Background: an optimization exercise with open tools, aiming at small area, a short achievable clock period and few clock cycles per item. Do not read the settings as production practice. Function was not checked in any run shown here: the RTL went through the layout flow alone. No activity file was given, so power comes from the tool's default toggle rates.

`config.mk`:
```
export PLATFORM = sky130hd
export DESIGN_NAME = tx_zc_phase_gen
export DESIGN_NICKNAME = tx_zc_phase_gen
export VERILOG_FILES = /design/flow/design.v
export SDC_FILE = /design/flow/constraint.sdc
export NUM_CORES = 4
export LEC_CHECK = 0
export CAP_MARGIN = 20
export CORE_MARGIN = 2
export CORE_UTILIZATION = 40
export CTS_BUF_LIST = sky130_fd_sc_hd__clkbuf_8
export CTS_CLUSTER_DIAMETER = 60
export CTS_CLUSTER_SIZE = 20
export SETUP_SLACK_MARGIN = 4.0
export SLEW_MARGIN = 20
```
`constraint.sdc`:
```
create_clock -name core_clock -period 8.0 [get_ports {sys_clk}]
set_input_delay 1.6000 -clock core_clock [delete_from_list [all_inputs] [get_ports {sys_clk}]]
set_output_delay 1.6000 -clock core_clock [all_outputs]
set_load 0.01 [all_outputs]
```
`design.v`:
```
package tx_zc_pkg;
    localparam int ZC_NZC_W_DEF = 12;
    localparam int ZC_OUT_W_DEF = 12;
    localparam int ZC_INV_W_DEF = 18;
    localparam int ZC_T_MULT = 24;
endpackage
module tx_zc_mul (
    input  logic        clk,
    input  logic        i_en,
    input  logic [16:0] i_th,
    input  logic [17:0] i_inv,
    output logic [11:0] o_y,
    output logic [16:0] o_p
);
    logic [18:0] thx;
    logic [8:0]  w_neg, w_one, w_two;
    logic [8:0]  neg, one, two;
    logic        r_dsgn;
    logic [18:0] pp0;
    logic [18:0] pp1;
    logic [18:0] pp2;
    logic [18:0] pp3;
    logic [18:0] pp4;
    logic [18:0] pp5;
    logic [18:0] pp6;
    logic [18:0] pp7;
    logic [18:0] pp8;
    logic [34:0] ra, rb;
    logic [34:6] r_a, r_b;
    logic        r_sgn, r_c6;
    logic [6:0]  w_l6;
    logic s1;
    logic c2;
    logic s3;
    logic c4;
    logic s5;
    logic c6;
    logic s7;
    logic c8;
    logic s9;
    logic c10;
    logic s11;
    logic c12;
    logic s13;
    logic c14;
    logic s15;
    logic c16;
    logic s17;
    logic c18;
    logic s19;
    logic c20;
    logic s21;
    logic c22;
    logic s23;
    logic c24;
    logic s25;
    logic c26;
    logic s27;
    logic c28;
    logic s29;
    logic c30;
    logic s31;
    logic c32;
    logic s33;
    logic c34;
    logic s35;
    logic c36;
    logic s37;
    logic c38;
    logic s39;
    logic c40;
    logic s41;
    logic c42;
    logic s43;
    logic c44;
    logic s45;
    logic c46;
    logic s47;
    logic c48;
    logic s49;
    logic c50;
    logic s51;
    logic c52;
    logic s53;
    logic c54;
    logic s55;
    logic c56;
    logic s57;
    logic c58;
    logic s59;
    logic c60;
    logic s61;
    logic c62;
    logic s63;
    logic c64;
    logic s65;
    logic c66;
    logic s67;
    logic c68;
    logic s69;
    logic c70;
    logic s71;
    logic c72;
    logic s73;
    logic c74;
    logic s75;
    logic c76;
    logic s77;
    logic c78;
    logic s79;
    logic c80;
    logic s81;
    logic c82;
    logic s83;
    logic c84;
    logic s85;
    logic c86;
    logic s87;
    logic c88;
    logic s89;
    logic c90;
    logic s91;
    logic c92;
    logic s93;
    logic c94;
    logic s95;
    logic c96;
    logic s97;
    logic c98;
    logic s99;
    logic c100;
    logic s101;
    logic c102;
    logic s103;
    logic c104;
    logic s105;
    logic c106;
    logic s107;
    logic c108;
    logic s109;
    logic c110;
    logic s111;
    logic c112;
    logic s113;
    logic c114;
    logic s115;
    logic c116;
    logic s117;
    logic c118;
    logic s119;
    logic c120;
    logic s121;
    logic c122;
    logic s123;
    logic c124;
    logic s125;
    logic c126;
    logic s127;
    logic c128;
    logic s129;
    logic c130;
    logic s131;
    logic c132;
    logic s133;
    logic c134;
    logic s135;
    logic c136;
    logic s137;
    logic c138;
    logic s139;
    logic c140;
    logic s141;
    logic c142;
    logic s143;
    logic c144;
    logic s145;
    logic c146;
    logic s147;
    logic c148;
    logic s149;
    logic c150;
    logic s151;
    logic c152;
    logic s153;
    logic c154;
    logic s155;
    logic c156;
    logic s157;
    logic c158;
    logic s159;
    logic c160;
    logic s161;
    logic c162;
    logic s163;
    logic c164;
    logic s165;
    logic c166;
    logic s167;
    logic c168;
    logic s169;
    logic c170;
    logic s171;
    logic c172;
    logic s173;
    logic c174;
    logic s175;
    logic c176;
    logic s177;
    logic c178;
    logic s179;
    logic c180;
    logic s181;
    logic c182;
    logic s183;
    logic c184;
    logic s185;
    logic c186;
    logic s187;
    logic c188;
    logic s189;
    logic c190;
    logic s191;
    logic c192;
    logic s193;
    logic c194;
    logic s195;
    logic c196;
    logic s197;
    logic c198;
    logic s199;
    logic c200;
    logic s201;
    logic c202;
    logic s203;
    logic c204;
    logic s205;
    logic c206;
    logic s207;
    logic c208;
    logic s209;
    logic c210;
    logic s211;
    logic c212;
    logic s213;
    logic c214;
    logic s215;
    logic c216;
    logic s217;
    logic c218;
    logic s219;
    logic c220;
    logic s221;
    logic c222;
    logic s223;
    logic c224;
    logic s225;
    logic c226;
    logic s227;
    logic c228;
    logic s229;
    logic c230;
    logic s231;
    logic c232;
    logic s233;
    logic c234;
    logic s235;
    logic c236;
    logic s237;
    logic c238;
    logic s239;
    logic c240;
    logic s241;
    logic c242;
    logic s243;
    logic c244;
    logic s245;
    logic c246;
    logic s247;
    logic c248;
    logic s249;
    logic c250;
    logic s251;
    logic c252;
    logic s253;
    logic c254;
    logic s255;
    logic c256;
    logic s257;
    logic c258;
    logic s259;
    logic c260;
    logic s261;
    logic c262;
    logic s263;
    logic c264;
    logic s265;
    logic c266;
    logic s267;
    logic c268;
    logic s269;
    logic c270;
    logic s271;
    logic c272;
    logic s273;
    logic c274;
    logic s275;
    logic c276;
    logic s277;
    logic c278;
    logic s279;
    logic c280;
    logic s281;
    logic c282;
    logic s283;
    logic c284;
    logic s285;
    logic c286;
    logic s287;
    logic c288;
    logic s289;
    logic c290;
    logic s291;
    logic c292;
    logic s293;
    logic c294;
    logic s295;
    logic c296;
    logic s297;
    logic c298;
    logic s299;
    logic c300;
    logic s301;
    logic c302;
    logic s303;
    logic c304;
    logic s305;
    logic c306;
    assign thx = {i_th[16], i_th, 1'b0};
    always_comb begin
        for (int i = 0; i < 9; i++) begin
            w_neg[i] = thx[2*i+2] & ~(thx[2*i+1] & thx[2*i]);
            w_one[i] = thx[2*i+1] ^ thx[2*i];
            w_two[i] = (thx[2*i+2] & ~thx[2*i+1] & ~thx[2*i]) | (~thx[2*i+2] & thx[2*i+1] & thx[2*i]);
        end
    end
    always_ff @(posedge clk) begin
        if (i_en) begin
            neg    <= w_neg;
            one    <= w_one;
            two    <= w_two;
            r_dsgn <= i_th[16];
        end
    end
    assign pp0 = (({19{one[0]}} & {1'b0, i_inv}) | ({19{two[0]}} & {i_inv, 1'b0})) ^ {19{neg[0]}};
    assign pp1 = (({19{one[1]}} & {1'b0, i_inv}) | ({19{two[1]}} & {i_inv, 1'b0})) ^ {19{neg[1]}};
    assign pp2 = (({19{one[2]}} & {1'b0, i_inv}) | ({19{two[2]}} & {i_inv, 1'b0})) ^ {19{neg[2]}};
    assign pp3 = (({19{one[3]}} & {1'b0, i_inv}) | ({19{two[3]}} & {i_inv, 1'b0})) ^ {19{neg[3]}};
    assign pp4 = (({19{one[4]}} & {1'b0, i_inv}) | ({19{two[4]}} & {i_inv, 1'b0})) ^ {19{neg[4]}};
    assign pp5 = (({19{one[5]}} & {1'b0, i_inv}) | ({19{two[5]}} & {i_inv, 1'b0})) ^ {19{neg[5]}};
    assign pp6 = (({19{one[6]}} & {1'b0, i_inv}) | ({19{two[6]}} & {i_inv, 1'b0})) ^ {19{neg[6]}};
    assign pp7 = (({19{one[7]}} & {1'b0, i_inv}) | ({19{two[7]}} & {i_inv, 1'b0})) ^ {19{neg[7]}};
    assign pp8 = (({19{one[8]}} & {1'b0, i_inv}) | ({19{two[8]}} & {i_inv, 1'b0})) ^ {19{neg[8]}};
    assign s1 = pp0[16] ^ pp1[14];
    assign c2 = pp0[16] & pp1[14];
    assign s3 = pp0[17] ^ pp1[15];
    assign c4 = pp0[17] & pp1[15];
    assign s5 = pp0[18] ^ pp1[16];
    assign c6 = pp0[18] & pp1[16];
    assign s7 = pp1[17] ^ pp2[15];
    assign c8 = pp1[17] & pp2[15];
    assign s9 = pp1[18] ^ pp2[16];
    assign c10 = pp1[18] & pp2[16];
    assign s11 = ~neg[1] ^ pp2[17];
    assign c12 = ~neg[1] & pp2[17];
    assign s13 = pp0[10] ^ pp1[8];
    assign c14 = pp0[10] & pp1[8];
    assign s15 = pp0[11] ^ pp1[9];
    assign c16 = pp0[11] & pp1[9];
    assign s17 = pp0[12] ^ pp1[10] ^ pp2[8];
    assign c18 = (pp0[12] & pp1[10]) | (pp0[12] & pp2[8]) | (pp1[10] & pp2[8]);
    assign s19 = pp3[6] ^ pp4[4];
    assign c20 = pp3[6] & pp4[4];
    assign s21 = pp0[13] ^ pp1[11] ^ pp2[9];
    assign c22 = (pp0[13] & pp1[11]) | (pp0[13] & pp2[9]) | (pp1[11] & pp2[9]);
    assign s23 = pp3[7] ^ pp4[5];
    assign c24 = pp3[7] & pp4[5];
    assign s25 = pp0[14] ^ pp1[12] ^ pp2[10];
    assign c26 = (pp0[14] & pp1[12]) | (pp0[14] & pp2[10]) | (pp1[12] & pp2[10]);
    assign s27 = pp3[8] ^ pp4[6] ^ pp5[4];
    assign c28 = (pp3[8] & pp4[6]) | (pp3[8] & pp5[4]) | (pp4[6] & pp5[4]);
    assign s29 = pp6[2] ^ pp7[0];
    assign c30 = pp6[2] & pp7[0];
    assign s31 = pp0[15] ^ pp1[13] ^ pp2[11];
    assign c32 = (pp0[15] & pp1[13]) | (pp0[15] & pp2[11]) | (pp1[13] & pp2[11]);
    assign s33 = pp3[9] ^ pp4[7] ^ pp5[5];
    assign c34 = (pp3[9] & pp4[7]) | (pp3[9] & pp5[5]) | (pp4[7] & pp5[5]);
    assign s35 = pp6[3] ^ pp7[1];
    assign c36 = pp6[3] & pp7[1];
    assign s37 = pp2[12] ^ pp3[10] ^ pp4[8];
    assign c38 = (pp2[12] & pp3[10]) | (pp2[12] & pp4[8]) | (pp3[10] & pp4[8]);
    assign s39 = pp5[6] ^ pp6[4] ^ pp7[2];
    assign c40 = (pp5[6] & pp6[4]) | (pp5[6] & pp7[2]) | (pp6[4] & pp7[2]);
    assign s41 = pp8[0] ^ neg[8] ^ s1;
    assign c42 = (pp8[0] & neg[8]) | (pp8[0] & s1) | (neg[8] & s1);
    assign s43 = pp2[13] ^ pp3[11] ^ pp4[9];
    assign c44 = (pp2[13] & pp3[11]) | (pp2[13] & pp4[9]) | (pp3[11] & pp4[9]);
    assign s45 = pp5[7] ^ pp6[5] ^ pp7[3];
    assign c46 = (pp5[7] & pp6[5]) | (pp5[7] & pp7[3]) | (pp6[5] & pp7[3]);
    assign s47 = pp8[1] ^ s3 ^ c2;
    assign c48 = (pp8[1] & s3) | (pp8[1] & c2) | (s3 & c2);
    assign s49 = pp2[14] ^ pp3[12] ^ pp4[10];
    assign c50 = (pp2[14] & pp3[12]) | (pp2[14] & pp4[10]) | (pp3[12] & pp4[10]);
    assign s51 = pp5[8] ^ pp6[6] ^ pp7[4];
    assign c52 = (pp5[8] & pp6[6]) | (pp5[8] & pp7[4]) | (pp6[6] & pp7[4]);
    assign s53 = pp8[2] ^ s5 ^ c4;
    assign c54 = (pp8[2] & s5) | (pp8[2] & c4) | (s5 & c4);
    assign s55 = pp3[13] ^ pp4[11] ^ pp5[9];
    assign c56 = (pp3[13] & pp4[11]) | (pp3[13] & pp5[9]) | (pp4[11] & pp5[9]);
    assign s57 = pp6[7] ^ pp7[5] ^ pp8[3];
    assign c58 = (pp6[7] & pp7[5]) | (pp6[7] & pp8[3]) | (pp7[5] & pp8[3]);
    assign s59 = neg[0] ^ s7 ^ c6;
    assign c60 = (neg[0] & s7) | (neg[0] & c6) | (s7 & c6);
    assign s61 = pp3[14] ^ pp4[12] ^ pp5[10];
    assign c62 = (pp3[14] & pp4[12]) | (pp3[14] & pp5[10]) | (pp4[12] & pp5[10]);
    assign s63 = pp6[8] ^ pp7[6] ^ pp8[4];
    assign c64 = (pp6[8] & pp7[6]) | (pp6[8] & pp8[4]) | (pp7[6] & pp8[4]);
    assign s65 = neg[0] ^ s9 ^ c8;
    assign c66 = (neg[0] & s9) | (neg[0] & c8) | (s9 & c8);
    assign s67 = pp3[15] ^ pp4[13] ^ pp5[11];
    assign c68 = (pp3[15] & pp4[13]) | (pp3[15] & pp5[11]) | (pp4[13] & pp5[11]);
    assign s69 = pp6[9] ^ pp7[7] ^ pp8[5];
    assign c70 = (pp6[9] & pp7[7]) | (pp6[9] & pp8[5]) | (pp7[7] & pp8[5]);
    assign s71 = ~neg[0] ^ s11 ^ c10;
    assign c72 = (~neg[0] & s11) | (~neg[0] & c10) | (s11 & c10);
    assign s73 = pp2[18] ^ pp3[16] ^ pp4[14];
    assign c74 = (pp2[18] & pp3[16]) | (pp2[18] & pp4[14]) | (pp3[16] & pp4[14]);
    assign s75 = pp5[12] ^ pp6[10] ^ pp7[8];
    assign c76 = (pp5[12] & pp6[10]) | (pp5[12] & pp7[8]) | (pp6[10] & pp7[8]);
    assign s77 = ~(pp8[6] ^ c12);
    assign c78 = pp8[6] | c12;
    assign s79 = ~neg[2] ^ pp3[17] ^ pp4[15];
    assign c80 = (~neg[2] & pp3[17]) | (~neg[2] & pp4[15]) | (pp3[17] & pp4[15]);
    assign s81 = pp5[13] ^ pp6[11] ^ pp7[9];
    assign c82 = (pp5[13] & pp6[11]) | (pp5[13] & pp7[9]) | (pp6[11] & pp7[9]);
    assign s83 = pp3[18] ^ pp4[16] ^ pp5[14];
    assign c84 = (pp3[18] & pp4[16]) | (pp3[18] & pp5[14]) | (pp4[16] & pp5[14]);
    assign s85 = pp6[12] ^ pp7[10];
    assign c86 = pp6[12] & pp7[10];
    assign s87 = ~neg[3] ^ pp4[17] ^ pp5[15];
    assign c88 = (~neg[3] & pp4[17]) | (~neg[3] & pp5[15]) | (pp4[17] & pp5[15]);
    assign s89 = pp4[18] ^ pp5[16];
    assign c90 = pp4[18] & pp5[16];
    assign s91 = pp0[6] ^ pp1[4];
    assign c92 = pp0[6] & pp1[4];
    assign s93 = pp0[7] ^ pp1[5];
    assign c94 = pp0[7] & pp1[5];
    assign s95 = pp0[8] ^ pp1[6] ^ pp2[4];
    assign c96 = (pp0[8] & pp1[6]) | (pp0[8] & pp2[4]) | (pp1[6] & pp2[4]);
    assign s97 = pp3[2] ^ pp4[0];
    assign c98 = pp3[2] & pp4[0];
    assign s99 = pp0[9] ^ pp1[7] ^ pp2[5];
    assign c100 = (pp0[9] & pp1[7]) | (pp0[9] & pp2[5]) | (pp1[7] & pp2[5]);
    assign s101 = pp3[3] ^ pp4[1];
    assign c102 = pp3[3] & pp4[1];
    assign s103 = pp2[6] ^ pp3[4] ^ pp4[2];
    assign c104 = (pp2[6] & pp3[4]) | (pp2[6] & pp4[2]) | (pp3[4] & pp4[2]);
    assign s105 = pp5[0] ^ neg[5] ^ s13;
    assign c106 = (pp5[0] & neg[5]) | (pp5[0] & s13) | (neg[5] & s13);
    assign s107 = pp2[7] ^ pp3[5] ^ pp4[3];
    assign c108 = (pp2[7] & pp3[5]) | (pp2[7] & pp4[3]) | (pp3[5] & pp4[3]);
    assign s109 = pp5[1] ^ s15 ^ c14;
    assign c110 = (pp5[1] & s15) | (pp5[1] & c14) | (s15 & c14);
    assign s111 = pp5[2] ^ pp6[0] ^ neg[6];
    assign c112 = (pp5[2] & pp6[0]) | (pp5[2] & neg[6]) | (pp6[0] & neg[6]);
    assign s113 = s17 ^ s19 ^ c16;
    assign c114 = (s17 & s19) | (s17 & c16) | (s19 & c16);
    assign s115 = pp5[3] ^ pp6[1] ^ s21;
    assign c116 = (pp5[3] & pp6[1]) | (pp5[3] & s21) | (pp6[1] & s21);
    assign s117 = s23 ^ c18 ^ c20;
    assign c118 = (s23 & c18) | (s23 & c20) | (c18 & c20);
    assign s119 = neg[7] ^ s25 ^ s27;
    assign c120 = (neg[7] & s25) | (neg[7] & s27) | (s25 & s27);
    assign s121 = s29 ^ c22 ^ c24;
    assign c122 = (s29 & c22) | (s29 & c24) | (c22 & c24);
    assign s123 = s31 ^ s33 ^ s35;
    assign c124 = (s31 & s33) | (s31 & s35) | (s33 & s35);
    assign s125 = c26 ^ c28 ^ c30;
    assign c126 = (c26 & c28) | (c26 & c30) | (c28 & c30);
    assign s127 = s37 ^ s39 ^ s41;
    assign c128 = (s37 & s39) | (s37 & s41) | (s39 & s41);
    assign s129 = c32 ^ c34 ^ c36;
    assign c130 = (c32 & c34) | (c32 & c36) | (c34 & c36);
    assign s131 = s43 ^ s45 ^ s47;
    assign c132 = (s43 & s45) | (s43 & s47) | (s45 & s47);
    assign s133 = c38 ^ c40 ^ c42;
    assign c134 = (c38 & c40) | (c38 & c42) | (c40 & c42);
    assign s135 = s49 ^ s51 ^ s53;
    assign c136 = (s49 & s51) | (s49 & s53) | (s51 & s53);
    assign s137 = c44 ^ c46 ^ c48;
    assign c138 = (c44 & c46) | (c44 & c48) | (c46 & c48);
    assign s139 = s55 ^ s57 ^ s59;
    assign c140 = (s55 & s57) | (s55 & s59) | (s57 & s59);
    assign s141 = c50 ^ c52 ^ c54;
    assign c142 = (c50 & c52) | (c50 & c54) | (c52 & c54);
    assign s143 = s61 ^ s63 ^ s65;
    assign c144 = (s61 & s63) | (s61 & s65) | (s63 & s65);
    assign s145 = c56 ^ c58 ^ c60;
    assign c146 = (c56 & c58) | (c56 & c60) | (c58 & c60);
    assign s147 = s67 ^ s69 ^ s71;
    assign c148 = (s67 & s69) | (s67 & s71) | (s69 & s71);
    assign s149 = c62 ^ c64 ^ c66;
    assign c150 = (c62 & c64) | (c62 & c66) | (c64 & c66);
    assign s151 = s73 ^ s75 ^ s77;
    assign c152 = (s73 & s75) | (s73 & s77) | (s75 & s77);
    assign s153 = c68 ^ c70 ^ c72;
    assign c154 = (c68 & c70) | (c68 & c72) | (c70 & c72);
    assign s155 = pp8[7] ^ s79 ^ s81;
    assign c156 = (pp8[7] & s79) | (pp8[7] & s81) | (s79 & s81);
    assign s157 = c74 ^ c76 ^ c78;
    assign c158 = (c74 & c76) | (c74 & c78) | (c76 & c78);
    assign s159 = ~(pp8[8] ^ s83);
    assign c160 = pp8[8] | s83;
    assign s161 = s85 ^ c80 ^ c82;
    assign c162 = (s85 & c80) | (s85 & c82) | (c80 & c82);
    assign s163 = pp6[13] ^ pp7[11] ^ pp8[9];
    assign c164 = (pp6[13] & pp7[11]) | (pp6[13] & pp8[9]) | (pp7[11] & pp8[9]);
    assign s165 = s87 ^ c84 ^ c86;
    assign c166 = (s87 & c84) | (s87 & c86) | (c84 & c86);
    assign s167 = pp6[14] ^ pp7[12] ^ pp8[10];
    assign c168 = (pp6[14] & pp7[12]) | (pp6[14] & pp8[10]) | (pp7[12] & pp8[10]);
    assign s169 = ~(s89 ^ c88);
    assign c170 = s89 | c88;
    assign s171 = ~neg[4] ^ pp5[17] ^ pp6[15];
    assign c172 = (~neg[4] & pp5[17]) | (~neg[4] & pp6[15]) | (pp5[17] & pp6[15]);
    assign s173 = pp7[13] ^ pp8[11] ^ c90;
    assign c174 = (pp7[13] & pp8[11]) | (pp7[13] & c90) | (pp8[11] & c90);
    assign s175 = pp5[18] ^ pp6[16] ^ pp7[14];
    assign c176 = (pp5[18] & pp6[16]) | (pp5[18] & pp7[14]) | (pp6[16] & pp7[14]);
    assign s177 = ~pp8[12];
    assign c178 = pp8[12];
    assign s179 = ~neg[5] ^ pp6[17] ^ pp7[15];
    assign c180 = (~neg[5] & pp6[17]) | (~neg[5] & pp7[15]) | (pp6[17] & pp7[15]);
    assign s181 = pp6[18] ^ pp7[16];
    assign c182 = pp6[18] & pp7[16];
    assign s183 = pp0[4] ^ pp1[2];
    assign c184 = pp0[4] & pp1[2];
    assign s185 = pp0[5] ^ pp1[3] ^ pp2[1];
    assign c186 = (pp0[5] & pp1[3]) | (pp0[5] & pp2[1]) | (pp1[3] & pp2[1]);
    assign s187 = pp2[2] ^ pp3[0] ^ neg[3];
    assign c188 = (pp2[2] & pp3[0]) | (pp2[2] & neg[3]) | (pp3[0] & neg[3]);
    assign s189 = pp2[3] ^ pp3[1] ^ s93;
    assign c190 = (pp2[3] & pp3[1]) | (pp2[3] & s93) | (pp3[1] & s93);
    assign s191 = neg[4] ^ s95 ^ s97;
    assign c192 = (neg[4] & s95) | (neg[4] & s97) | (s95 & s97);
    assign s193 = s99 ^ s101 ^ c96;
    assign c194 = (s99 & s101) | (s99 & c96) | (s101 & c96);
    assign s195 = s103 ^ s105 ^ c100;
    assign c196 = (s103 & s105) | (s103 & c100) | (s105 & c100);
    assign s197 = s107 ^ s109 ^ c104;
    assign c198 = (s107 & s109) | (s107 & c104) | (s109 & c104);
    assign s199 = s111 ^ s113 ^ c108;
    assign c200 = (s111 & s113) | (s111 & c108) | (s113 & c108);
    assign s201 = s115 ^ s117 ^ c112;
    assign c202 = (s115 & s117) | (s115 & c112) | (s117 & c112);
    assign s203 = s119 ^ s121 ^ c116;
    assign c204 = (s119 & s121) | (s119 & c116) | (s121 & c116);
    assign s205 = s123 ^ s125 ^ c120;
    assign c206 = (s123 & s125) | (s123 & c120) | (s125 & c120);
    assign s207 = s127 ^ s129 ^ c124;
    assign c208 = (s127 & s129) | (s127 & c124) | (s129 & c124);
    assign s209 = s131 ^ s133 ^ c128;
    assign c210 = (s131 & s133) | (s131 & c128) | (s133 & c128);
    assign s211 = s135 ^ s137 ^ c132;
    assign c212 = (s135 & s137) | (s135 & c132) | (s137 & c132);
    assign s213 = s139 ^ s141 ^ c136;
    assign c214 = (s139 & s141) | (s139 & c136) | (s141 & c136);
    assign s215 = s143 ^ s145 ^ c140;
    assign c216 = (s143 & s145) | (s143 & c140) | (s145 & c140);
    assign s217 = s147 ^ s149 ^ c144;
    assign c218 = (s147 & s149) | (s147 & c144) | (s149 & c144);
    assign s219 = s151 ^ s153 ^ c148;
    assign c220 = (s151 & s153) | (s151 & c148) | (s153 & c148);
    assign s221 = s155 ^ s157 ^ c152;
    assign c222 = (s155 & s157) | (s155 & c152) | (s157 & c152);
    assign s223 = s159 ^ s161 ^ c156;
    assign c224 = (s159 & s161) | (s159 & c156) | (s161 & c156);
    assign s225 = s163 ^ s165 ^ c160;
    assign c226 = (s163 & s165) | (s163 & c160) | (s165 & c160);
    assign s227 = s167 ^ s169 ^ c164;
    assign c228 = (s167 & s169) | (s167 & c164) | (s169 & c164);
    assign s229 = s171 ^ s173 ^ c168;
    assign c230 = (s171 & s173) | (s171 & c168) | (s173 & c168);
    assign s231 = s175 ^ s177 ^ c172;
    assign c232 = (s175 & s177) | (s175 & c172) | (s177 & c172);
    assign s233 = pp8[13] ^ s179 ^ c176;
    assign c234 = (pp8[13] & s179) | (pp8[13] & c176) | (s179 & c176);
    assign s235 = ~(pp8[14] ^ s181);
    assign c236 = pp8[14] | s181;
    assign s237 = ~neg[6] ^ pp7[17] ^ pp8[15];
    assign c238 = (~neg[6] & pp7[17]) | (~neg[6] & pp8[15]) | (pp7[17] & pp8[15]);
    assign s239 = pp7[18] ^ pp8[16];
    assign c240 = pp7[18] & pp8[16];
    assign s241 = pp0[2] ^ pp1[0];
    assign c242 = pp0[2] & pp1[0];
    assign s243 = pp0[3] ^ pp1[1];
    assign c244 = pp0[3] & pp1[1];
    assign s245 = pp2[0] ^ neg[2] ^ s183;
    assign c246 = (pp2[0] & neg[2]) | (pp2[0] & s183) | (neg[2] & s183);
    assign s247 = ~(s185 ^ c184);
    assign c248 = s185 | c184;
    assign s249 = s91 ^ s187 ^ c186;
    assign c250 = (s91 & s187) | (s91 & c186) | (s187 & c186);
    assign s251 = c92 ^ s189 ^ c188;
    assign c252 = (c92 & s189) | (c92 & c188) | (s189 & c188);
    assign s253 = c94 ^ s191 ^ c190;
    assign c254 = (c94 & s191) | (c94 & c190) | (s191 & c190);
    assign s255 = c98 ^ s193 ^ c192;
    assign c256 = (c98 & s193) | (c98 & c192) | (s193 & c192);
    assign s257 = c102 ^ s195 ^ c194;
    assign c258 = (c102 & s195) | (c102 & c194) | (s195 & c194);
    assign s259 = c106 ^ s197 ^ c196;
    assign c260 = (c106 & s197) | (c106 & c196) | (s197 & c196);
    assign s261 = c110 ^ s199 ^ c198;
    assign c262 = (c110 & s199) | (c110 & c198) | (s199 & c198);
    assign s263 = c114 ^ s201 ^ c200;
    assign c264 = (c114 & s201) | (c114 & c200) | (s201 & c200);
    assign s265 = c118 ^ s203 ^ c202;
    assign c266 = (c118 & s203) | (c118 & c202) | (s203 & c202);
    assign s267 = c122 ^ s205 ^ c204;
    assign c268 = (c122 & s205) | (c122 & c204) | (s205 & c204);
    assign s269 = c126 ^ s207 ^ c206;
    assign c270 = (c126 & s207) | (c126 & c206) | (s207 & c206);
    assign s271 = c130 ^ s209 ^ c208;
    assign c272 = (c130 & s209) | (c130 & c208) | (s209 & c208);
    assign s273 = c134 ^ s211 ^ c210;
    assign c274 = (c134 & s211) | (c134 & c210) | (s211 & c210);
    assign s275 = c138 ^ s213 ^ c212;
    assign c276 = (c138 & s213) | (c138 & c212) | (s213 & c212);
    assign s277 = c142 ^ s215 ^ c214;
    assign c278 = (c142 & s215) | (c142 & c214) | (s215 & c214);
    assign s279 = c146 ^ s217 ^ c216;
    assign c280 = (c146 & s217) | (c146 & c216) | (s217 & c216);
    assign s281 = c150 ^ s219 ^ c218;
    assign c282 = (c150 & s219) | (c150 & c218) | (s219 & c218);
    assign s283 = c154 ^ s221 ^ c220;
    assign c284 = (c154 & s221) | (c154 & c220) | (s221 & c220);
    assign s285 = c158 ^ s223 ^ c222;
    assign c286 = (c158 & s223) | (c158 & c222) | (s223 & c222);
    assign s287 = c162 ^ s225 ^ c224;
    assign c288 = (c162 & s225) | (c162 & c224) | (s225 & c224);
    assign s289 = c166 ^ s227 ^ c226;
    assign c290 = (c166 & s227) | (c166 & c226) | (s227 & c226);
    assign s291 = c170 ^ s229 ^ c228;
    assign c292 = (c170 & s229) | (c170 & c228) | (s229 & c228);
    assign s293 = c174 ^ s231 ^ c230;
    assign c294 = (c174 & s231) | (c174 & c230) | (s231 & c230);
    assign s295 = c178 ^ s233 ^ c232;
    assign c296 = (c178 & s233) | (c178 & c232) | (s233 & c232);
    assign s297 = c180 ^ s235 ^ c234;
    assign c298 = (c180 & s235) | (c180 & c234) | (s235 & c234);
    assign s299 = c182 ^ s237 ^ c236;
    assign c300 = (c182 & s237) | (c182 & c236) | (s237 & c236);
    assign s301 = ~(s239 ^ c238);
    assign c302 = s239 | c238;
    assign s303 = ~neg[7] ^ pp8[17] ^ c240;
    assign c304 = (~neg[7] & pp8[17]) | (~neg[7] & c240) | (pp8[17] & c240);
    assign s305 = ~pp8[18];
    assign c306 = pp8[18];
    assign ra[0] = pp0[0];
    assign rb[0] = neg[0];
    assign ra[1] = pp0[1];
    assign rb[1] = 1'b0;
    assign ra[2] = neg[1];
    assign rb[2] = s241;
    assign ra[3] = s243;
    assign rb[3] = c242;
    assign ra[4] = s245;
    assign rb[4] = c244;
    assign ra[5] = s247;
    assign rb[5] = c246;
    assign ra[6] = s249;
    assign rb[6] = c248;
    assign ra[7] = s251;
    assign rb[7] = c250;
    assign ra[8] = s253;
    assign rb[8] = c252;
    assign ra[9] = s255;
    assign rb[9] = c254;
    assign ra[10] = s257;
    assign rb[10] = c256;
    assign ra[11] = s259;
    assign rb[11] = c258;
    assign ra[12] = s261;
    assign rb[12] = c260;
    assign ra[13] = s263;
    assign rb[13] = c262;
    assign ra[14] = s265;
    assign rb[14] = c264;
    assign ra[15] = s267;
    assign rb[15] = c266;
    assign ra[16] = s269;
    assign rb[16] = c268;
    assign ra[17] = s271;
    assign rb[17] = c270;
    assign ra[18] = s273;
    assign rb[18] = c272;
    assign ra[19] = s275;
    assign rb[19] = c274;
    assign ra[20] = s277;
    assign rb[20] = c276;
    assign ra[21] = s279;
    assign rb[21] = c278;
    assign ra[22] = s281;
    assign rb[22] = c280;
    assign ra[23] = s283;
    assign rb[23] = c282;
    assign ra[24] = s285;
    assign rb[24] = c284;
    assign ra[25] = s287;
    assign rb[25] = c286;
    assign ra[26] = s289;
    assign rb[26] = c288;
    assign ra[27] = s291;
    assign rb[27] = c290;
    assign ra[28] = s293;
    assign rb[28] = c292;
    assign ra[29] = s295;
    assign rb[29] = c294;
    assign ra[30] = s297;
    assign rb[30] = c296;
    assign ra[31] = s299;
    assign rb[31] = c298;
    assign ra[32] = s301;
    assign rb[32] = c300;
    assign ra[33] = s303;
    assign rb[33] = c302;
    assign ra[34] = s305;
    assign rb[34] = c304;
    assign w_l6 = {1'b0, ra[5:0]} + {1'b0, rb[5:0]};
    always_ff @(posedge clk) begin
        if (i_en) begin
            r_a   <= ra[34:6];
            r_b   <= rb[34:6];
            r_sgn <= r_dsgn;
            r_c6  <= w_l6[6];
        end
    end
    logic [22:6] w_lo;
    logic [17:0] w_sum;
    assign w_sum = {r_a[22:6], r_c6} + {r_b[22:6], r_c6};
    assign w_lo  = w_sum[17:1];
    assign o_p  = w_lo[22:6];
    logic [34:17] w_p, w_o, w_g;
    logic         w_z0, w_z1;
    assign w_p   = r_a[34:17] ^ r_b[34:17];
    assign w_o   = r_a[34:17] | r_b[34:17];
    assign w_g   = r_a[34:17] & r_b[34:17];
    assign w_z0  = !w_lo[17] && (w_o[33:17] == w_p[34:18]);
    assign w_z1  = w_lo[17] && (w_g[33:17] == ~w_p[34:18]);
    assign o_y   = (w_z0 || w_z1) ? w_lo[17:6] : (r_sgn ? 12'h800 : 12'h7ff);
endmodule
module tx_zc_phase_gen #(
    parameter int NZC_W  = tx_zc_pkg::ZC_NZC_W_DEF,
    parameter int OUT_W  = tx_zc_pkg::ZC_OUT_W_DEF,
    parameter int INV_W  = tx_zc_pkg::ZC_INV_W_DEF,
    parameter int PH_W   = NZC_W + 5
) (
    input  logic             sys_clk,
    input  logic             rst,
    input  logic             start,
    input  logic             abort,
    input  logic [NZC_W-1:0] zc_N_zc,
    input  logic [NZC_W-1:0] zc_len,
    input  logic [NZC_W-1:0] zc_start_index,
    input  logic [PH_W-1:0]  zc_Q,
    input  logic [PH_W-1:0]  zc_P,
    input  logic [INV_W-1:0] zc_inv_T,
    input  logic             theta_ready,
    output logic             theta_valid,
    output logic [OUT_W-1:0] theta_data,
    output logic             theta_last,
    output logic             busy,
    output logic             cfg_err
);
    logic        r_busy, r_idle, r_cfg_err;
    logic        r_ph_q2;    
    logic        r_ph_e0;    
    logic        r_ph_run;   
    logic        r_ph_w1;    
    logic        r_ph_w2;    
    logic        r_ph_w3;    
    logic        r_s1_valid, r_s1_last, r_s2_valid, r_s2_last, r_out_valid, r_out_last;
    logic [11:0] r_out_data;
    logic [11:0] r_nzc;          
    logic [13:0] r_t3;           
    logic [16:0] r_q;            
    logic [16:0] r_p;            
    logic [17:0] r_inv;          
    logic [11:0] r_rem;          
    logic [11:0] r_skip;         
    logic [11:0]        r_mc;    
    logic               r_wrap;  
    logic               r_usep;  
    logic signed [16:0] r_th;    
    logic [16:0]        r_e;     
    logic [4:0]         r_z;     
    logic [13:0] w_3n;
    logic [14:0] w_qc_a, w_qc_b, w_qc_s, w_qc_c, w_qc_r;
    logic [14:0] w_pc_s, w_pc_c, w_pc_r;
    logic [15:0] w_q2_a, w_q2_b, w_q2_s, w_q2_c, w_q2x;
    logic        w_cfg_ok, w_accept, w_adv, w_step, w_done, w_last_step;
    logic [16:0] w_t, w_half;
    logic [16:0] w_q2;
    logic [18:0] w_tha, w_thb, w_tnx, w_hnx, w_ths, w_s1, w_c1, w_ths_m, w_s2, w_c2, w_thc;
    logic [16:0] w_th_nxt;
    logic        w_wrap_nxt, w_e0_nxt;
    logic [16:0] w_ea;
    logic [18:0] w_eq, w_tx, w_ed, w_s3, w_c3, w_edt;
    logic [16:0] w_e_nxt;
    logic [1:0]  w_p3;
    logic [4:0]  w_pm;
    logic [3:0]  w_zl_s;
    logic [4:0]  w_z_nxt, w_zth5;
    logic [16:0] w_zth;
    logic [17:0] w_mul_b;
    logic [11:0] w_sat;
    logic [16:0] w_prod;
    logic        w_th_ld;
    logic [16:0] w_th_d;
    assign w_qc_a   = {3'b000, zc_N_zc};
    assign w_qc_b   = ~{1'b0, zc_N_zc, 2'b00};
    assign w_qc_s   = w_qc_a ^ w_qc_b ^ {1'b0, zc_Q[16:3]};
    assign w_qc_c   = {(w_qc_a[13:0] & w_qc_b[13:0]) | ((w_qc_a[13:0] | w_qc_b[13:0]) & zc_Q[16:3]), 1'b1};
    assign w_qc_r   = w_qc_s + w_qc_c;
    assign w_pc_s   = w_qc_a ^ w_qc_b ^ {1'b0, zc_P[16:3]};
    assign w_pc_c   = {(w_qc_a[13:0] & w_qc_b[13:0]) | ((w_qc_a[13:0] | w_qc_b[13:0]) & zc_P[16:3]), 1'b1};
    assign w_pc_r   = w_pc_s + w_pc_c;
    assign w_cfg_ok = (zc_N_zc[11:2] != '0 || zc_N_zc[1:0] == 2'd3) && (zc_len != '0) &&
                      (zc_start_index < zc_len) && w_qc_r[14] && w_pc_r[14];
    assign w_accept = !r_busy && start && w_cfg_ok;
    assign w_adv       = !(r_out_valid && !theta_ready);
    assign w_step      = w_adv && r_ph_run;
    assign w_last_step = (r_rem == 12'd1);
    assign w_done      = r_out_valid && r_out_last && theta_ready;
    assign w_t    = {r_t3, 3'b000};
    assign w_half = {1'b0, r_t3, 2'b00};
    assign w_3n    = 14'(r_nzc) + {1'b0, r_nzc, 1'b0};
    assign w_q2_a  = {4'b0000, r_nzc};
    assign w_q2_b  = ~{2'b00, r_nzc, 2'b00};
    assign w_q2_s  = w_q2_a ^ w_q2_b ^ {1'b0, r_q[16:2]};
    assign w_q2_c  = {(w_q2_a[14:0] & w_q2_b[14:0]) | ((w_q2_a[14:0] | w_q2_b[14:0]) & r_q[16:2]), 1'b1};
    assign w_q2x   = w_q2_s + w_q2_c;
    assign w_q2    = w_q2x[15] ? {r_q[15:0], 1'b0} : {w_q2x[13:0], r_q[1:0], 1'b0};
    assign w_tha  = {r_th[16], r_th[16], r_th};
    assign w_thb  = {2'b00, r_e};
    assign w_tnx  = ~{2'b00, w_t};
    assign w_hnx  = ~{2'b00, w_half};
    assign w_ths  = w_tha + w_thb;
    assign w_s1   = w_tha ^ w_thb ^ w_tnx;
    assign w_c1   = {(w_tha[17:0] & w_thb[17:0]) | (w_tha[17:0] & w_tnx[17:0]) | (w_thb[17:0] & w_tnx[17:0]), 1'b1};
    assign w_ths_m = w_s1 + w_c1;
    assign w_s2   = w_tha ^ w_thb ^ w_hnx;
    assign w_c2   = {(w_tha[17:0] & w_thb[17:0]) | (w_tha[17:0] & w_hnx[17:0]) | (w_thb[17:0] & w_hnx[17:0]), 1'b1};
    assign w_thc  = w_s2 + w_c2;
    assign w_th_nxt = w_thc[18] ? w_ths[16:0] : w_ths_m[16:0];
    assign w_ea   = r_usep ? r_p : r_e;
    assign w_eq   = ~{2'b00, r_q};
    assign w_tx   = {2'b00, w_t};
    assign w_ed   = {2'b00, w_ea} - {2'b00, r_q};
    assign w_s3   = {2'b00, w_ea} ^ w_eq ^ w_tx;
    assign w_c3   = {({1'b0, w_ea} & w_eq[17:0]) | ({1'b0, w_ea} & w_tx[17:0]) | (w_eq[17:0] & w_tx[17:0]), 1'b1};
    assign w_edt  = w_s3 + w_c3;
    assign w_e_nxt = w_ed[18] ? w_edt[16:0] : w_ed[16:0];
    function automatic logic [1:0] add3(input logic [1:0] a, input logic [1:0] b);
        case ({a, b})
            4'b0000: add3 = 2'd0;  4'b0001: add3 = 2'd1;  4'b0010: add3 = 2'd2;
            4'b0100: add3 = 2'd1;  4'b0101: add3 = 2'd2;  4'b0110: add3 = 2'd0;
            4'b1000: add3 = 2'd2;  4'b1001: add3 = 2'd0;  4'b1010: add3 = 2'd1;
            default: add3 = 2'd0;
        endcase
    endfunction
    function automatic logic [1:0] red3(input logic [1:0] g);
        red3 = {g[1] & ~g[0], g[0] & ~g[1]};
    endfunction
    always_comb begin
        logic [1:0] r0, r1, r2, r3, r4, r5, r6;
        r0 = red3(r_p[4:3]);   r1 = red3(r_p[6:5]);   r2 = red3(r_p[8:7]);
        r3 = red3(r_p[10:9]);  r4 = red3(r_p[12:11]); r5 = red3(r_p[14:13]);
        r6 = red3(r_p[16:15]);
        w_p3 = add3(add3(add3(r0, r1), add3(r2, r3)), add3(add3(r4, r5), r6));
    end
    assign w_pm = {w_p3, r_p[2:0]};
    assign w_zl_s  = {1'b0, r_z[2:0]} + {1'b0, w_pm[2:0]};
    assign w_z_nxt = {add3(add3(r_z[4:3], w_pm[4:3]), {1'b0, w_zl_s[3]}), w_zl_s[2:0]};
    assign w_zth5  = (r_z[4:3] == 2'd2) ? {2'b11, r_z[2:0]} :
                     (r_z[4:3] == 2'd1 && r_z[2]) ? {2'b10, r_z[2:0]} : {1'b0, r_z[3], r_z[2:0]};
    assign w_zth   = {{12{w_zth5[4]}}, w_zth5};
    always_comb begin
        if (r_ph_q2)      w_th_d = '0;
        else if (r_ph_w3) w_th_d = w_prod;
        else if (r_wrap)  w_th_d = w_zth;
        else              w_th_d = w_th_nxt;
    end
    assign w_th_ld = r_ph_q2 || (w_adv && (r_ph_run || r_ph_w3));
    assign w_mul_b = r_ph_w2 ? {r_nzc, 6'b000000} : r_inv;
    tx_zc_mul u_mul (.clk(sys_clk), .i_en(w_adv), .i_th(r_th), .i_inv(w_mul_b),
                     .o_y(w_sat), .o_p(w_prod));
    assign w_e0_nxt   = !rst && !abort && r_busy && r_ph_q2;
    assign w_wrap_nxt = r_ph_q2 ? 1'b0 : (w_step ? (!r_wrap && r_mc == 12'd2) : r_wrap);
    always_ff @(posedge sys_clk) begin
        if (rst || abort) begin
            r_busy      <= 1'b0;
            r_idle      <= 1'b1;
            r_ph_q2     <= 1'b0;
            r_ph_e0     <= 1'b0;
            r_ph_run    <= 1'b0;
            r_ph_w1     <= 1'b0;
            r_ph_w2     <= 1'b0;
            r_ph_w3     <= 1'b0;
            r_s1_valid  <= 1'b0;
            r_s1_last   <= 1'b0;
            r_s2_valid  <= 1'b0;
            r_s2_last   <= 1'b0;
            r_out_valid <= 1'b0;
            r_out_last  <= 1'b0;
            r_cfg_err   <= 1'b0;
        end else begin
            r_cfg_err <= !r_busy && start && !w_cfg_ok;
            if (!r_busy) begin
                r_busy  <= w_accept;
                r_idle  <= !w_accept;
                r_ph_q2 <= w_accept;
            end else begin
                if (w_done) begin
                    r_busy <= 1'b0;
                    r_idle <= 1'b1;
                end
                r_ph_q2 <= 1'b0;
                r_ph_e0 <= r_ph_q2;
                if (r_ph_e0) r_ph_run <= 1'b1;
                if (w_adv) begin
                    if (r_ph_run && (w_last_step || r_wrap)) r_ph_run <= 1'b0;
                    r_ph_w1 <= r_ph_run && !w_last_step && r_wrap;
                    r_ph_w2 <= r_ph_w1;
                    r_ph_w3 <= r_ph_w2;
                    if (r_ph_w3) r_ph_run <= 1'b1;
                end
            end
            if (w_adv) begin
                r_s1_valid  <= w_step && (r_skip == '0);
                r_s1_last   <= w_last_step;
                r_s2_valid  <= r_s1_valid;
                r_s2_last   <= r_s1_last;
                r_out_valid <= r_s2_valid;
                r_out_last  <= r_s2_last;
            end
        end
    end
    always_ff @(posedge sys_clk) begin
        if (r_idle) begin
            r_nzc  <= zc_N_zc;
            r_q    <= zc_Q;
            r_p    <= zc_P;
            r_inv  <= zc_inv_T;
            r_rem  <= zc_len;
            r_skip <= zc_start_index;
        end else begin
            if (r_ph_q2) begin
                r_q  <= w_q2;
                r_t3 <= w_3n;
            end
            if (w_step) begin
                r_rem <= r_rem - 12'd1;
                if (r_skip != '0) r_skip <= r_skip - 12'd1;
            end
        end
    end
    always_ff @(posedge sys_clk) begin
        if (w_th_ld) begin
            r_th <= w_th_d;
        end
        r_wrap <= w_wrap_nxt;
        r_usep <= w_e0_nxt || w_wrap_nxt;
        if (r_ph_q2) begin
            r_mc   <= r_nzc;
            r_z    <= w_pm;
        end
        if (r_ph_e0) begin
            r_e <= w_e_nxt;
        end
        if (w_step) begin
            r_e <= w_e_nxt;
            if (r_wrap) begin
                r_z    <= w_z_nxt;
                r_mc   <= r_nzc;
            end else begin
                r_mc   <= r_mc - 12'd1;
            end
        end
        if (w_adv) begin
            r_out_data <= w_sat;
        end
    end
    assign theta_valid = r_out_valid;
    assign theta_data  = r_out_data;
    assign theta_last  = r_out_last;
    assign busy        = r_busy;
    assign cfg_err     = r_cfg_err;
endmodule
```
`flow/run.sh`:
```
#!/bin/bash
# The standard layout, with the ports buffered by buf_2 cells instead of the
# default choice of buffer cell.
set -euo pipefail
export BUFFER_PORTS_ARGS="-buffer_cell sky130_fd_sc_hd__buf_2"
bash standard.sh > standard.log 2>&1
```
`standard.sh`:
```
#!/bin/bash
# synth_recipe.tcl (not shown) runs the flow's synth.tcl, then flattens the netlist and writes it again
# the make line also repeats each setting of config.mk as NAME=value (left out here)
make -C /OpenROAD-flow-scripts/flow DESIGN_CONFIG=/design/flow/config.mk WORK_HOME=/design/flow/orfs CLKGATE_MAP_FILE= SYNTH_SCRIPT=/design/flow/synth_recipe.tcl "${@:-finish}"
```
==> run_summary.xml, run 1 <==
<?xml version="1.0" encoding="UTF-8"?>
<metrics>
  <group name="status">
    <metric name="status" unit="">complete, no violations</metric>
  </group>
  <group name="power_and_ir_drop">
    <metric name="p_sw" unit="W">0.00327</metric>
    <metric name="swShare" unit="">0.433</metric>
    <metric name="power_density" unit="nW/um^2">249</metric>
    <metric name="irDropWorstVdd" unit="mV">0.132</metric>
    <metric name="power.internal" unit="W">0.00427</metric>
    <metric name="share_clk_of_total_power" unit="">0.163</metric>
    <metric name="power.sequential.fraction" unit="">0.286</metric>
    <metric name="power_frac_comb" unit="">0.552</metric>
    <metric name="static_leakage" unit="nW">13.7</metric>
  </group>
  <group name="setup_path">
    <metric name="cp_cell_sequence" unit="">buf_8 -&gt; buf_4 -&gt; mux2_4 -&gt; buf_4 -&gt; a22oi_2 -&gt; xnor2_1 -&gt; fa_1 -&gt; inv_1 -&gt; fa_1 -&gt; inv_1 -&gt; fa_1 -&gt; inv_1 -&gt; fa_1</metric>
    <metric name="cpPeakStageDelay" unit="ns">0.53</metric>
    <metric name="crit_fanout" unit="">6</metric>
    <metric name="end_kind" unit="">register</metric>
    <metric name="critical_path_class" unit="">reg2reg</metric>
    <metric name="crit_top_cell" unit="">sky130_fd_sc_hd__fa_1</metric>
    <metric name="ff2ff_path_depth" unit="">13</metric>
    <metric name="r2r_start" unit="">r_ph_w2$_SDFFE_PP0P_</metric>
    <metric name="cp-start-kind" unit="">register</metric>
    <metric name="crit_path_top_delay_cell" unit="">sky130_fd_sc_hd__fa_1</metric>
    <metric name="cp.required" unit="ns">8.41</metric>
    <metric name="worst_r2r_setup_slack" unit="ns">4.05</metric>
    <metric name="signal_arrival_time_at_the_worst_endpoint" unit="ns">4.36</metric>
    <metric name="r2r_end" unit="">u_mul.r_a[12]$_DFFE_PN_</metric>
  </group>
  <group name="clock_tree">
    <metric name="cts_tree" unit="">built</metric>
    <metric name="cts-root-to-sink-buffers" unit="">3</metric>
    <metric name="cts_sinks" unit="">269</metric>
    <metric name="ctsRootBufferMaster" unit="">sky130_fd_sc_hd__clkbuf_8</metric>
    <metric name="insertion_delay" unit="ns">0.69</metric>
    <metric name="cts_made_buffers" unit="">34</metric>
    <metric name="worst_setup_hold_path_clk_slew" unit="ns">0.12</metric>
    <metric name="cts.htree.levels" unit="">2</metric>
  </group>
  <group name="drt">
    <metric name="vias_per_cell" unit="">5.39</metric>
    <metric name="dr_wl_cell" unit="um">19.6</metric>
    <metric name="detail_route.iter0.violations" unit="">1449</metric>
    <metric name="vias" unit="">20600</metric>
    <metric name="drt_drc_violations_left" unit="">0</metric>
    <metric name="drt_pass1_iterations" unit="">6</metric>
    <metric name="antenna_violating_nets_post_route" unit="">0</metric>
    <metric name="totalWireLength" unit="um">74800</metric>
  </group>
  <group name="layout">
    <metric name="most-common-layout-cells" unit="">sky130_fd_sc_hd__inv_1, sky130_fd_sc_hd__ha_1, sky130_fd_sc_hd__edfxtp_1</metric>
    <metric name="layout.cells.most_common" unit="">sky130_fd_sc_hd__inv_1</metric>
    <metric name="n_antenna_cell" unit="">0</metric>
    <metric name="design.final.nets" unit="">3472</metric>
    <metric name="drive_above_1_share" unit="">0.120</metric>
    <metric name="area_of_the_multi_input_gates" unit="um^2">17300</metric>
    <metric name="ff_latch_area" unit="um^2">7870</metric>
    <metric name="fillCellCount" unit="">6412</metric>
    <metric name="area_delta_synth_final" unit="%">11.1</metric>
  </group>
  <group name="global_routing">
    <metric name="first_global_vias" unit="">21100</metric>
    <metric name="grt_pass1_wl" unit="um">116000</metric>
    <metric name="grt_antenna_before_repair" unit="">1</metric>
    <metric name="grt_start_max_net_pins" unit="">70</metric>
    <metric name="globalRouteOverflowTotal" unit="">0</metric>
    <metric name="gr-usage-all-layers" unit="">0.211</metric>
  </group>
  <group name="worst_hold_path">
    <metric name="holdPathEnd" unit="">r_s2_last$_SDFFE_PP0N_</metric>
    <metric name="min_delay_path_depth" unit="">2</metric>
    <metric name="hold_start" unit="">r_s1_last$_SDFFE_PP0N_</metric>
    <metric name="hold_path_class" unit="">reg2reg</metric>
  </group>
  <group name="yosys">
    <metric name="netlist.top_cell.by_area" unit="">sky130_fd_sc_hd__edfxtp_1</metric>
    <metric name="synth.cell_area" unit="um^2">27300</metric>
    <metric name="syn-num-nets" unit="">3343</metric>
    <metric name="post_synthesis_cell_count" unit="">2789</metric>
    <metric name="ys_top_cells_by_area" unit="">sky130_fd_sc_hd__edfxtp_1, sky130_fd_sc_hd__fa_1, sky130_fd_sc_hd__ha_1</metric>
    <metric name="synth_seq_cells" unit="">269</metric>
    <metric name="post_synth.cell_area_avg" unit="um^2">9.77</metric>
    <metric name="synthFlopType" unit="">sky130_fd_sc_hd__edfxtp_1</metric>
    <metric name="synth_edf_count" unit="">247</metric>
    <metric name="synth_top_cell_area_share" unit="">0.272</metric>
    <metric name="synth_sequential_area_ratio" unit="">0.288</metric>
    <metric name="async_flop_share" unit="">0</metric>
    <metric name="netlist-cell-type-count" unit="">85</metric>
    <metric name="yosysWarnings" unit="">2</metric>
  </group>
  <group name="die">
    <metric name="core_area" unit="um^2">67300</metric>
    <metric name="boundaryPins" unit="">109</metric>
    <metric name="die_w" unit="um">265</metric>
    <metric name="row_count" unit="">95</metric>
    <metric name="initial_core_util" unit="">0.405</metric>
    <metric name="die-area" unit="um^2">70300</metric>
    <metric name="chipHeight" unit="um">265</metric>
  </group>
  <group name="timing">
    <metric name="timing_max_transition_violations_final" unit="">0</metric>
    <metric name="setup_repair_after_global_routing_missed_its_margin" unit="">true</metric>
    <metric name="final.period_utilization" unit="">0.493</metric>
    <metric name="max_slew_margin" unit="">0.381</metric>
    <metric name="timing_worst_slew_pin_value" unit="ns">0.905</metric>
    <metric name="report.final.setup_viol" unit="">0</metric>
    <metric name="highest_achievable_clock_rate" unit="MHz">253</metric>
    <metric name="fin_worst_skew" unit="ns">0.0806</metric>
    <metric name="timing.final.crit_period" unit="ns">3.95</metric>
    <metric name="setup-tns-final" unit="ns">0</metric>
    <metric name="report.final.hold_viol_count" unit="">0</metric>
    <metric name="fin_hold_ws" unit="ns">0.446</metric>
  </group>
  <group name="placement">
    <metric name="globalplace.congestion" unit="">0.903</metric>
    <metric name="port_buffers" unit="">108</metric>
    <metric name="placed_wire_length_estimate_after_detailed_placement" unit="um">57800</metric>
  </group>
  <group name="run">
    <metric name="max_capacitance_violation_count" unit="">0</metric>
  </group>
</metrics>
## flip-flops by register name, summed over array words and instances (netlist names), 9 cells and up
signal      cells
u_mul.r_a      29
u_mul.r_b      29
r_inv          18
r_e            17
r_p            17
r_q            17
r_th           17
r_t3           14
r_mc           12
r_nzc          12
r_out_data     12
r_rem          12
r_skip         12
u_mul.neg       9
u_mul.one       9
## layer usage
metal / track usage / wire length [um]
met5: 0 / 0
met4: 0.0725 / 2450
met3: 0.0287 / 3670
met2: 0.367 / 36200
met1: 0.270 / 32400
## per-stage QoR
| step | cell area, um^2 | setup WS (ns) | std cells | util | total power (W) |
|---|---|---|---|---|---|
| 6_report | 30300 | 4.05 | 3817 | 0.450 | 0.00755 |
| 5_1_grt | 30300 | 3.92 | 3817 | 0.450 | 0.00823 |
| 4_1_cts | 29700 | 3.98 | 3761 | 0.441 | 0.00754 |
| 2_1_floorplan | 27300 | 3.98 | 2789 | - | 0.00514 |
| 3_5_place_dp | 28700 | 3.34 | 3685 | 0.426 | 0.00626 |
| 3_3_place_gp | 28600 | 3.39 | 3684 | 0.426 | 0.00612 |
## kinds of logic (layout without fill, tap and decap cells)
logic type	Yosys count	in the layout	share of synthesized area
flip-flops	269	269	0.288
AO/OA/AOI/OAI	561	561	0.141
multiplexers	88	92	0.0336
adder cells (fa/ha/maj)	461	461	0.267
XOR/XNOR	309	309	0.0993
AND/OR/NAND/NOR	499	499	0.0865
buffers and inverters	602	753	0.0847
## area by class of cell
cell class                 count  area share
multi-input combinational   1922       0.572
timing repair buffer         203      0.0444
tap                          873      0.0361
clock buffer                  34      0.0154
clock inverter                28      0.0114
sequential                   269       0.260
inverter                     488      0.0606
## worst max path at each step
stage                               startpoint                 endpoint
after floorplan           r_ph_w2$_SDFFE_PP0P_  u_mul.r_a[19]$_DFFE_PN_
after global placement    r_ph_w2$_SDFFE_PP0P_  u_mul.r_a[19]$_DFFE_PN_
after detailed placement  r_ph_w2$_SDFFE_PP0P_  u_mul.r_a[19]$_DFFE_PN_
after CTS                   r_nzc[9]$_DFFE_PP_  u_mul.r_a[19]$_DFFE_PN_
after global routing            r_usep$_DFF_P_        r_e[16]$_DFFE_PP_
final                     r_ph_w2$_SDFFE_PP0P_  u_mul.r_a[12]$_DFFE_PN_
## worst max-delay path: cells and delay by family, from the launching register on
| kind | cells | cell delay, ns |
|---|---|---|
| flops | 1 | 0.41 |
| xor+xnor | 1 | 0.10 |
| fa+ha+maj | 4 | 1.98 |
| compound gates | 1 | 0.13 |
| mux | 1 | 0.39 |
| buf+inv | 6 | 0.64 |
## synthesized netlist by cell type (9+ instances only)
cell type and number:
sky130_fd_sc_hd__dfxtp_1 22, sky130_fd_sc_hd__nor3_1 40, sky130_fd_sc_hd__xnor2_1 200, sky130_fd_sc_hd__o211ai_1 11, sky130_fd_sc_hd__nand2b_1 29, sky130_fd_sc_hd__a21o_1 32
sky130_fd_sc_hd__a21boi_0 9, sky130_fd_sc_hd__a211oi_1 21, sky130_fd_sc_hd__a211o_1 9, sky130_fd_sc_hd__a21oi_1 100, sky130_fd_sc_hd__or3_1 11, sky130_fd_sc_hd__a2111oi_0 9
sky130_fd_sc_hd__mux2i_1 64, sky130_fd_sc_hd__nor2_1 107, sky130_fd_sc_hd__inv_1 483, sky130_fd_sc_hd__clkbuf_1 68, sky130_fd_sc_hd__nor4_1 19, sky130_fd_sc_hd__edfxtp_1 247
sky130_fd_sc_hd__a22oi_1 137, sky130_fd_sc_hd__o21bai_1 13, sky130_fd_sc_hd__nor2b_1 28, sky130_fd_sc_hd__buf_1 37, sky130_fd_sc_hd__fa_1 201, sky130_fd_sc_hd__nand2_1 181
sky130_fd_sc_hd__nand3_1 31, sky130_fd_sc_hd__mux2_2 23, sky130_fd_sc_hd__ha_1 260, sky130_fd_sc_hd__xor2_1 109, sky130_fd_sc_hd__o21ai_0 103, sky130_fd_sc_hd__o21a_1 44
sky130_fd_sc_hd__nand4_1 13
## timing repair
item	CTS	global route
gates resized for setup	16	43
pin swaps	1	47
setup buffers	14	52
gates cloned	0	4
setup endpoints to repair	57	34
hold buffers	0	0
## power groups by stage
stage | Clock [W] | Combinational (W) | Sequential, W
after floorplan | 0 | 0.00307 | 0.00207
after global placement | 0 | 0.00394 | 0.00218
after detailed placement | 0 | 0.00408 | 0.00219
after CTS | 0.00126 | 0.00412 | 0.00215
after global routing | 0.00131 | 0.00473 | 0.00218
final | 0.00123 | 0.00416 | 0.00215
==> run 2: changes to the inputs <==
--- a/design.v
+++ b/design.v
@@ -26,7 +26,9 @@
     logic [18:0] pp7;
     logic [18:0] pp8;
     logic [34:0] ra, rb;
-    logic [34:6] r_a, r_b;
+    logic [22:6] r_a, r_b;
+    logic [34:23] w_hp, w_ho, w_hg;
+    logic        r_p23, r_z0h, r_z1h;
     logic        r_sgn, r_c6;
     logic [6:0]  w_l6;
     logic s1;
@@ -737,10 +739,16 @@
     assign ra[34] = s305;
     assign rb[34] = c304;
     assign w_l6 = {1'b0, ra[5:0]} + {1'b0, rb[5:0]};
+    assign w_hp = ra[34:23] ^ rb[34:23];
+    assign w_ho = ra[34:23] | rb[34:23];
+    assign w_hg = ra[34:23] & rb[34:23];
     always_ff @(posedge clk) begin
         if (i_en) begin
-            r_a   <= ra[34:6];
-            r_b   <= rb[34:6];
+            r_a   <= ra[22:6];
+            r_b   <= rb[22:6];
+            r_p23 <= w_hp[23];
+            r_z0h <= (w_ho[33:23] == w_hp[34:24]);
+            r_z1h <= (w_hg[33:23] == ~w_hp[34:24]);
             r_sgn <= r_dsgn;
             r_c6  <= w_l6[6];
         end
@@ -750,13 +758,14 @@
     assign w_sum = {r_a[22:6], r_c6} + {r_b[22:6], r_c6};
     assign w_lo  = w_sum[17:1];
     assign o_p  = w_lo[22:6];
-    logic [34:17] w_p, w_o, w_g;
+    logic [23:17] w_p;
+    logic [22:17] w_o, w_g;
     logic         w_z0, w_z1;
-    assign w_p   = r_a[34:17] ^ r_b[34:17];
-    assign w_o   = r_a[34:17] | r_b[34:17];
-    assign w_g   = r_a[34:17] & r_b[34:17];
-    assign w_z0  = !w_lo[17] && (w_o[33:17] == w_p[34:18]);
-    assign w_z1  = w_lo[17] && (w_g[33:17] == ~w_p[34:18]);
+    assign w_p   = {r_p23, r_a[22:17] ^ r_b[22:17]};
+    assign w_o   = r_a[22:17] | r_b[22:17];
+    assign w_g   = r_a[22:17] & r_b[22:17];
+    assign w_z0  = !w_lo[17] && (w_o == w_p[23:18]) && r_z0h;
+    assign w_z1  = w_lo[17] && (w_g == ~w_p[23:18]) && r_z1h;
     assign o_y   = (w_z0 || w_z1) ? w_lo[17:6] : (r_sgn ? 12'h800 : 12'h7ff);
 endmodule
 module tx_zc_phase_gen #(
@@ -804,6 +813,7 @@
     logic signed [16:0] r_th;    
     logic [16:0]        r_e;     
     logic [4:0]         r_z;     
+    logic [4:0]         r_pm;    
     logic [13:0] w_3n;
     logic [14:0] w_qc_a, w_qc_b, w_qc_s, w_qc_c, w_qc_r;
     logic [14:0] w_pc_s, w_pc_c, w_pc_r;
@@ -890,8 +900,8 @@
         w_p3 = add3(add3(add3(r0, r1), add3(r2, r3)), add3(add3(r4, r5), r6));
     end
     assign w_pm = {w_p3, r_p[2:0]};
-    assign w_zl_s  = {1'b0, r_z[2:0]} + {1'b0, w_pm[2:0]};
-    assign w_z_nxt = {add3(add3(r_z[4:3], w_pm[4:3]), {1'b0, w_zl_s[3]}), w_zl_s[2:0]};
+    assign w_zl_s  = {1'b0, r_z[2:0]} + {1'b0, r_pm[2:0]};
+    assign w_z_nxt = {add3(add3(r_z[4:3], r_pm[4:3]), {1'b0, w_zl_s[3]}), w_zl_s[2:0]};
     assign w_zth5  = (r_z[4:3] == 2'd2) ? {2'b11, r_z[2:0]} :
                      (r_z[4:3] == 2'd1 && r_z[2]) ? {2'b10, r_z[2:0]} : {1'b0, r_z[3], r_z[2:0]};
     assign w_zth   = {{12{w_zth5[4]}}, w_zth5};
@@ -983,6 +993,7 @@
         r_usep <= w_e0_nxt || w_wrap_nxt;
         if (r_ph_q2) begin
             r_mc   <= r_nzc;
+            r_pm   <= w_pm;
             r_z    <= w_pm;
         end
         if (r_ph_e0) begin
==> run 2 against run 1 <==
Net effect: die area is 1.6% lower; sequential power shrank 16%; non-clock buffer count increased by 36; power down 13%; combinational power decreased by 13%; worst setup slack worse by 0.33 ns; synthesized cell count is essentially flat; cell area grew 0.60%; cell count grew 0.45%; register-to-register slack worse by 0.33 ns; core utilization is 1.1 points higher.
==> run_summary.xml, run 2 <==
<?xml version="1.0" encoding="UTF-8"?>
<metrics>
  <group name="global_routing">
    <metric name="globalRouteOverflowTotal" unit="">0</metric>
    <metric name="gr-usage-all-layers" unit="">0.211</metric>
    <metric name="grt_antenna_before_repair" unit="">0</metric>
  </group>
  <group name="timing">
    <metric name="report.final.hold_viol_count" unit="">0</metric>
    <metric name="timing_worst_slew_pin_value" unit="ns">0.915</metric>
    <metric name="report.final.setup_viol" unit="">0</metric>
    <metric name="post-route-worst-setup-slack" unit="ns">3.72</metric>
    <metric name="setup-tns-final" unit="ns">0</metric>
    <metric name="final.period_utilization" unit="">0.535</metric>
    <metric name="timing.final.crit_period" unit="ns">4.28</metric>
  </group>
  <group name="yosys">
    <metric name="netlist.top_cell.by_area" unit="">sky130_fd_sc_hd__edfxtp_1</metric>
    <metric name="synth_edf_count" unit="">231</metric>
    <metric name="yosys.cell_count.top_type" unit="">sky130_fd_sc_hd__inv_1</metric>
    <metric name="syn-num-nets" unit="">3342</metric>
    <metric name="synth_top_cell_area_share" unit="">0.259</metric>
    <metric name="ys_top_cells_by_area" unit="">sky130_fd_sc_hd__edfxtp_1, sky130_fd_sc_hd__fa_1, sky130_fd_sc_hd__ha_1</metric>
    <metric name="synth.cell_area" unit="um^2">26800</metric>
    <metric name="yosys-top-cells-count" unit="">sky130_fd_sc_hd__inv_1, sky130_fd_sc_hd__ha_1, sky130_fd_sc_hd__edfxtp_1</metric>
  </group>
  <group name="setup_path">
    <metric name="end_kind" unit="">register</metric>
    <metric name="cp-start-kind" unit="">register</metric>
    <metric name="signal_arrival_time_at_the_worst_endpoint" unit="ns">4.80</metric>
    <metric name="worst_r2r_setup_slack" unit="ns">3.72</metric>
    <metric name="critical_path_class" unit="">reg2reg</metric>
  </group>
  <group name="power_and_ir_drop">
    <metric name="power.sequential.fraction" unit="">0.278</metric>
    <metric name="power_density" unit="nW/um^2">214</metric>
    <metric name="power_frac_comb" unit="">0.553</metric>
    <metric name="swShare" unit="">0.428</metric>
    <metric name="p_sw" unit="W">0.00279</metric>
  </group>
  <group name="run">
    <metric name="max_capacitance_violation_count" unit="">0</metric>
  </group>
  <group name="layout">
    <metric name="max_flop_register" unit="">r_inv</metric>
    <metric name="design.final.nets" unit="">3500</metric>
    <metric name="most-common-layout-cells" unit="">sky130_fd_sc_hd__inv_1, sky130_fd_sc_hd__ha_1, sky130_fd_sc_hd__edfxtp_1</metric>
    <metric name="drive_above_1_share" unit="">0.156</metric>
  </group>
  <group name="clock_tree">
    <metric name="cts_tree" unit="">built</metric>
    <metric name="post_cts_hold_buffer_count" unit="">0</metric>
    <metric name="cts.htree.levels" unit="">1</metric>
    <metric name="cts_made_buffers" unit="">30</metric>
    <metric name="ctsRootBufferMaster" unit="">sky130_fd_sc_hd__clkbuf_8</metric>
  </group>
  <group name="die">
    <metric name="boundaryPins" unit="">109</metric>
    <metric name="core_area" unit="um^2">66100</metric>
    <metric name="row_count" unit="">94</metric>
    <metric name="chipHeight" unit="um">263</metric>
    <metric name="die-area" unit="um^2">69100</metric>
  </group>
  <group name="worst_hold_path">
    <metric name="hold_path_class" unit="">reg2reg</metric>
    <metric name="hold_start" unit="">u_mul.r_dsgn$_DFFE_PN_</metric>
  </group>
  <group name="drt">
    <metric name="drt_pass1_iterations" unit="">6</metric>
    <metric name="detail_route.iter0.violations" unit="">1467</metric>
  </group>
  <group name="status">
    <metric name="status" unit="">complete, no violations</metric>
  </group>
  <group name="placement">
    <metric name="placed_wire_length_estimate_after_detailed_placement" unit="um">58100</metric>
  </group>
</metrics>
## run 2: final cells by class
cell class / instances / area, um^2
fillers: 6294 / 35600
multi-input cells: 1926 / 17700
flip-flops and latches: 253 / 7390
inverters: 496 / 1860
repair buffers: 239 / 1740
well taps: 864 / 1080
clock buffers: 31 / 427
clock inverters: 25 / 317
## run 2: worst max-delay path by stage
stage | startpoint | to | depth (start not counted)
floorplan | r_ph_w2$_SDFFE_PP0P_ | u_mul.r_z1h$_DFFE_PN_ | 15
global placement | r_ph_w2$_SDFFE_PP0P_ | u_mul.r_z0h$_DFFE_PN_ | 12
CTS | r_ph_w2$_SDFFE_PP0P_ | u_mul.r_z0h$_DFFE_PN_ | 13
global route | r_ph_w2$_SDFFE_PP0P_ | u_mul.r_z0h$_DFFE_PN_ | 15
detailed placement | r_ph_w2$_SDFFE_PP0P_ | u_mul.r_z0h$_DFFE_PN_ | 12
finish | r_ph_w2$_SDFFE_PP0P_ | u_mul.r_z0h$_DFFE_PN_ | 14
## run 2: power by group through the flow
stage / clock network, W / logic [W] / registers (W)
finish: 0.00111 / 0.00361 / 0.00181
global route: 0.00119 / 0.00404 / 0.00183
CTS: 0.00115 / 0.00349 / 0.00182
detailed placement: 0 / 0.00332 / 0.00186
global placement: 0 / 0.00323 / 0.00185
floorplan: 0 / 0.00244 / 0.00180
## run 2: repair_timing
item,in CTS,in global routing
pin swaps,41,64
endpoints found under the setup margin,20,34
gates cloned,0,1
resized for setup,30,71
buffers inserted,63,34
## run 2: logic make-up after synthesis
group / Yosys count / share of synthesized area
adder cells (fa/ha/maj): 461 / 0.271
XOR/XNOR: 323 / 0.106
multiplexers: 85 / 0.0331
flip-flops: 253 / 0.275
AO/OA/AOI/OAI: 569 / 0.143
AND/OR/NAND/NOR: 488 / 0.0859
buffers and inverters: 609 / 0.0862
## run 2: per-layer routing
layer | track usage | vias to the layer above | part of all wire
met2 | 0.374 | 494 | 0.49
met3 | 0.0168 | 120 | 0.038
met4 | 0.0642 | 0 | 0.033
met1 | 0.274 | 10100 | 0.44
li1 | - | 9722 | -
met5 | 0 | - | 0
## run 2: worst max-delay path, stage by stage (launching register included)
cell and delay [ns]:
sky130_fd_sc_hd__dfxtp_4 0.40, sky130_fd_sc_hd__buf_6 0.11, sky130_fd_sc_hd__mux2_4 0.35, sky130_fd_sc_hd__buf_6 0.14
sky130_fd_sc_hd__a22oi_2 0.22, sky130_fd_sc_hd__xnor2_2 0.11, sky130_fd_sc_hd__fa_1 0.51, sky130_fd_sc_hd__fa_1 0.51
sky130_fd_sc_hd__inv_1 0.05, sky130_fd_sc_hd__fa_2 0.52, sky130_fd_sc_hd__fa_2 0.46, sky130_fd_sc_hd__ha_4 0.31
sky130_fd_sc_hd__xor2_1 0.17, sky130_fd_sc_hd__nand3_1 0.12, sky130_fd_sc_hd__nor3_2 0.16
## run 2: through the flow
| step | total power [W] | instance area [um^2] | util | cells |
|---|---|---|---|---|
| floorplan | 0.00423 | 27000 | - | 2788 |
| CTS | 0.00646 | 29800 | 0.452 | 3799 |
| global route | 0.00706 | 30500 | 0.461 | 3834 |
| detailed placement | 0.00518 | 28400 | 0.430 | 3680 |
| global placement | 0.00508 | 28400 | 0.430 | 3680 |
| finish | 0.00653 | 30500 | 0.461 | 3834 |

Check on run 2: ideal ports give 3.720 ns setup slack; a clkbuf_16 on the clock port and buf_2 on the inputs give 3.720 ns; moving port delays by the midpoint clock arrival (0.724 ns) as well gives 3.577 ns.
